This is an optimization exercise on Yosys and OpenROAD, whose aim is small area, a short achievable clock period and few clock cycles per item, not a production implementation. The RTL was checked by simulation tests, not by an equivalence proof against the original design. Power figures rest on the tool's default switching activity, not on a simulated workload.

Design bitmap_block_allocator_core, start of the top module:
module bitmap_block_allocator_core #(
    parameter int NUM_BLOCKS = 1024
) (
    input  logic                           clk,
    input  logic                           rst_n,
    input  logic                           req_valid,
    output logic                           req_ready,
    input  logic                           req_type,
    input  logic [9:0]                     req_block_number,
    output logic                           res_valid,
    input  logic                           res_ready,
    output logic [1:0]                     res_status,
    output logic [9:0]                     res_allocated_block,
    input  logic                           psel,
    input  logic                           penable,
    input  logic                           pwrite,
    input  logic [2:0]                     paddr,
    input  logic [31:0]                    pwdata,
    output logic [31:0]                    prdata,
    output logic                           pready
);
Size in the first run: ~3,200 cells after synthesis, ~100 I/O pins, ~47,000 um2 of cells after synthesis.
Settings: LEC_CHECK=0, CAP_MARGIN=10, CORE_MARGIN=2, CORE_UTILIZATION=60, CTS_BUF_LIST=sky130_fd_sc_hd__clkbuf_8, CTS_CLUSTER_DIAMETER=70, CTS_CLUSTER_SIZE=12, SETUP_SLACK_MARGIN=5, SLEW_MARGIN=10; clock period 9.0 ns.
run.sh (not shown) runs the stock make flow with config.mk's settings and CLKGATE_MAP_FILE= SYNTH_SCRIPT=/design/flow/synth_recipe.tcl, a recipe that flattens the netlist after the stock synthesis.
Testbench counts at the start, summed over its fixed seeds: cycles 16,168, items 16,152.
Edit:
CAP_MARGIN = 20   (was 10)
CTS_BUF_LIST = sky130_fd_sc_hd__clkbuf_16   (was sky130_fd_sc_hd__clkbuf_8)
CTS_CLUSTER_DIAMETER = 50   (was 70)
CTS_CLUSTER_SIZE = 20   (was 12)
SLEW_MARGIN = 20   (was 10)
Outcome:
- cell count increases by 0.63%
- hold slack improves by 12 ps
- maximum frequency grows by 1.0%
- sequential power barely changes
- design area rises by 2.8%
- clock-buffer cell count drops by 17
- routed wire length goes up by 0.38%
- setup slack gets better by 40 ps
- global-route usage went up by 0.11 points
- utilization grows by 1.9 points
Edit:
CTS_BUF_LIST = sky130_fd_sc_hd__clkbuf_8   (was sky130_fd_sc_hd__clkbuf_16)
CTS_CLUSTER_DIAMETER = 60   (was 50)
CTS_CLUSTER_SIZE = 15   (was 20)
- die area is unchanged
- hold slack barely changes
- final cell count is lower by 1.4%
- setup slack loses 10 ps
- combinational power barely changes
- clock skew is lower by 8.2 ps
- area after synthesis does not change
- register-to-register slack loses 40 ps
- design area is lower by 3.5%
- sequential power hardly moves
Edit:
CORE_UTILIZATION = 63   (was 60)
CTS_CLUSTER_DIAMETER = 70   (was 60)
CTS_CLUSTER_SIZE = 12   (was 15)
The new run finished clean.
Synthesized area does not change.
Worst setup slack gains 9.3 ps.
Utilization came out higher by 3.3 points.
Critical path depth came out lower by 1.


Another version of the RTL of bitmap_block_allocator_core (not shown whole).
Size in the first run: about 3100 cells after synthesis, roughly 100 I/O pins, ~47000 um2 of cells after synthesis.
// bitmap_block_allocator_core
module bitmap_block_allocator_core #(
    parameter int NUM_BLOCKS = 1024
) (
    input  logic                           clk,
    input  logic                           rst_n,
    input  logic                           req_valid,
    output logic                           req_ready,
    input  logic                           req_type,
    input  logic [9:0]                     req_block_number,
    output logic                           res_valid,
    input  logic                           res_ready,
    output logic [1:0]                     res_status,
    output logic [9:0]                     res_allocated_block,
    input  logic                           psel,
    input  logic                           penable,
    input  logic                           pwrite,
    input  logic [2:0]                     paddr,
    input  logic [31:0]                    pwdata,
    output logic [31:0]                    prdata,
    output logic                           pready
);
    logic [COUNT_W-1:0] blk_count_reg;
    logic [COUNT_W-1:0] limit;
    logic               cfg_wr;
    assign pready = 1'b1;
    assign cfg_wr = psel && penable && pwrite && (paddr[2] == REG_BLK_COUNT);
    always_ff @(posedge clk or negedge rst_n)
    begin
        if (!rst_n)
            blk_count_reg <= BLK_COUNT_RESET;
        else if (cfg_wr)
            blk_count_reg <= pwdata[COUNT_W-1:0];
    end
    assign prdata = (paddr[2] == REG_BLK_COUNT) ? 32'(blk_count_reg) : '0;
    assign limit = blk_count_reg[10] ? COUNT_W'(1024) : blk_count_reg;
    logic [WORDS-1:0] word_in_range;
    always_comb
    begin
        for (int w = 0; w < WORDS; w++)
            word_in_range[w] = (COUNT_W'(w * MARK_W) < limit);
    end
    logic [MARK_W-1:0] tail_mask;
    always_comb
    begin
        for (int b = 0; b < MARK_W; b++)
            tail_mask[b] = (POS_W'(b) < limit[POS_W-1:0]);
    end
    logic                r_vld, r_vld_next;
    logic                r_type, r_type_next;
    logic [BLOCK_W-1:0]  r_blk, r_blk_next;
    logic                q0_vld, q1_vld;
    logic [11:0]         q0_data, q1_data;
    logic                accept, proc, pop;
    logic [11:0]         res_new;
    assign req_ready = !r_vld || !q1_vld;
    assign accept = req_valid && req_ready;
  ...
Settings: LEC_CHECK=0, CAP_MARGIN=20, CORE_MARGIN=2, CORE_UTILIZATION=65, SETUP_SLACK_MARGIN=5, SLEW_MARGIN=20; clock period 9.0 ns.
The starting point produced a layout that fails on max-capacitance violations, max-slew violations.
Testbench counts at the start, summed over its fixed seeds: cycles 16,168, items 16,152.
==> next run, changes <==
- CORE_UTILIZATION: 65 -> 60
With this change the flow went through all stages and came out clean. Die area increases by 8.2%. Power shrinks by 0.34%. First-iteration DRC count fell by 21%. Worst setup slack is better by 0.11 ns. Non-clock buffer count went up by 5. Critical path depth drops by 4. Count of clock-buffer cells in the layout decreases by 2. Fmax increases by 2.7%. Synthesized cell count stays the same.


bitmap_block_allocator_core with an RTL version that a note above also has.
For scale: ~3200 cells after synthesis, ~100 I/O pins, roughly 47000 µm² of cells after synthesis.
## bitmap_block_allocator_core
module bitmap_block_allocator_core #(
    parameter int NUM_BLOCKS = 1024
) (
    input  logic                           clk,
    input  logic                           rst_n,
    input  logic                           req_valid,
    output logic                           req_ready,
    input  logic                           req_type,
    input  logic [9:0]                     req_block_number,
    output logic                           res_valid,
    input  logic                           res_ready,
    output logic [1:0]                     res_status,
    output logic [9:0]                     res_allocated_block,
    input  logic                           psel,
    input  logic                           penable,
    input  logic                           pwrite,
    input  logic [2:0]                     paddr,
    input  logic [31:0]                    pwdata,
    output logic [31:0]                    prdata,
    output logic                           pready
);
clock: 9.0 ns
lec_check: 0
cap_margin: 20
core_margin: 2
core_utilization: 60
cts_buf_list: sky130_fd_sc_hd__clkbuf_8
setup_slack_margin: 5
slew_margin: 20
The baseline completed with no timing, DRC or antenna violations.
Testbench counts at the start, summed over its fixed seeds: cycles 16,168, items 16,152.
Rerun with:
- CORE_UTILIZATION: 60 -> 66
- CTS_CLUSTER_DIAMETER: not set -> 70
- CTS_CLUSTER_SIZE: not set -> 12
Outcome:
- via count goes up by 0.77%
- first-iteration DRC count went up by 8.4%
- synthesized area is unchanged
- wire length falls by 0.62%
- core utilization grows by 4.0 points
- count of clock-buffer cells in the layout came out lower by 73
- clock power shrinks by 31%
Rerun with:
- CORE_UTILIZATION: 66 -> 60
Outcome: Cell count increases by 3.2%. Non-clock buffer count increases by 37. Register-to-register slack is better by 0.06 ns. Count of clock-buffer cells in the layout increases by 3. Synthesized cell count does not change. Total power increases by 2.4%. Sequential share of layout area decreases by 1.0 points. Final area increases by 1.6%. Maximum frequency increases by 0.86%. Wire length decreases by 0.35%.

## what the ideal ports hide
Ports are ideal in the flow. The routed layouts listed here were re-timed in OpenROAD.
Step 1, drivers: a clkbuf_16 drives clk and a buf_2 each remaining input, both assumed.
Step 2 adds t to the input delays and takes it off the output delays; t is the mean of the earliest and latest rising clock arrival at the registers after step 1. Input paths then give back, and output paths get back, about the clock's delay inside the block.
Slacks: ideal ports / drivers / drivers and shift; pairs: ideal ports / drivers.
run | t, ns | setup WS [ns] | hold WS [ns] | latest minus earliest clock arrival (ns)
the first run of note 1 | 0.833 | 4.945 / 4.945 / 4.610 | 0.527 / 0.527 / 0.527 | 0.074 / 0.073
the second run of note 1 | 0.748 | 4.985 / 4.934 / 4.453 | 0.539 / 0.539 / 0.539 | 0.054 / 0.054
the third run of note 1 | 0.794 | 4.974 / 4.959 / 4.453 | 0.541 / 0.541 / 0.541 | 0.046 / 0.046
the fourth run of note 1 | 0.823 | 4.984 / 4.969 / 4.374 | 0.542 / 0.542 / 0.542 | 0.069 / 0.069
the first run of note 2 | 0.777 | 4.782 / 4.782 / 4.681 | 0.548 / 0.548 / 0.548 | 0.111 / 0.110
the second run of note 2 | 0.768 | 4.891 / 4.891 / 4.472 | 0.536 / 0.536 / 0.536 | 0.077 / 0.078
the first run of note 3 | 0.905 | 5.016 / 4.977 / 4.549 | 0.533 / 0.533 / 0.533 | 0.062 / 0.061
the second run of note 3 | 0.843 | 4.968 / 4.951 / 4.189 | 0.573 / 0.573 / 0.573 | 0.043 / 0.043
the third run of note 3 | 0.836 | 5.002 / 4.951 / 4.470 | 0.522 / 0.522 / 0.522 | 0.065 / 0.065
For the second run of note 3, which loses most, drivers alone change the setup slack by -0.017 ns; drivers and shift together by -0.779 ns.
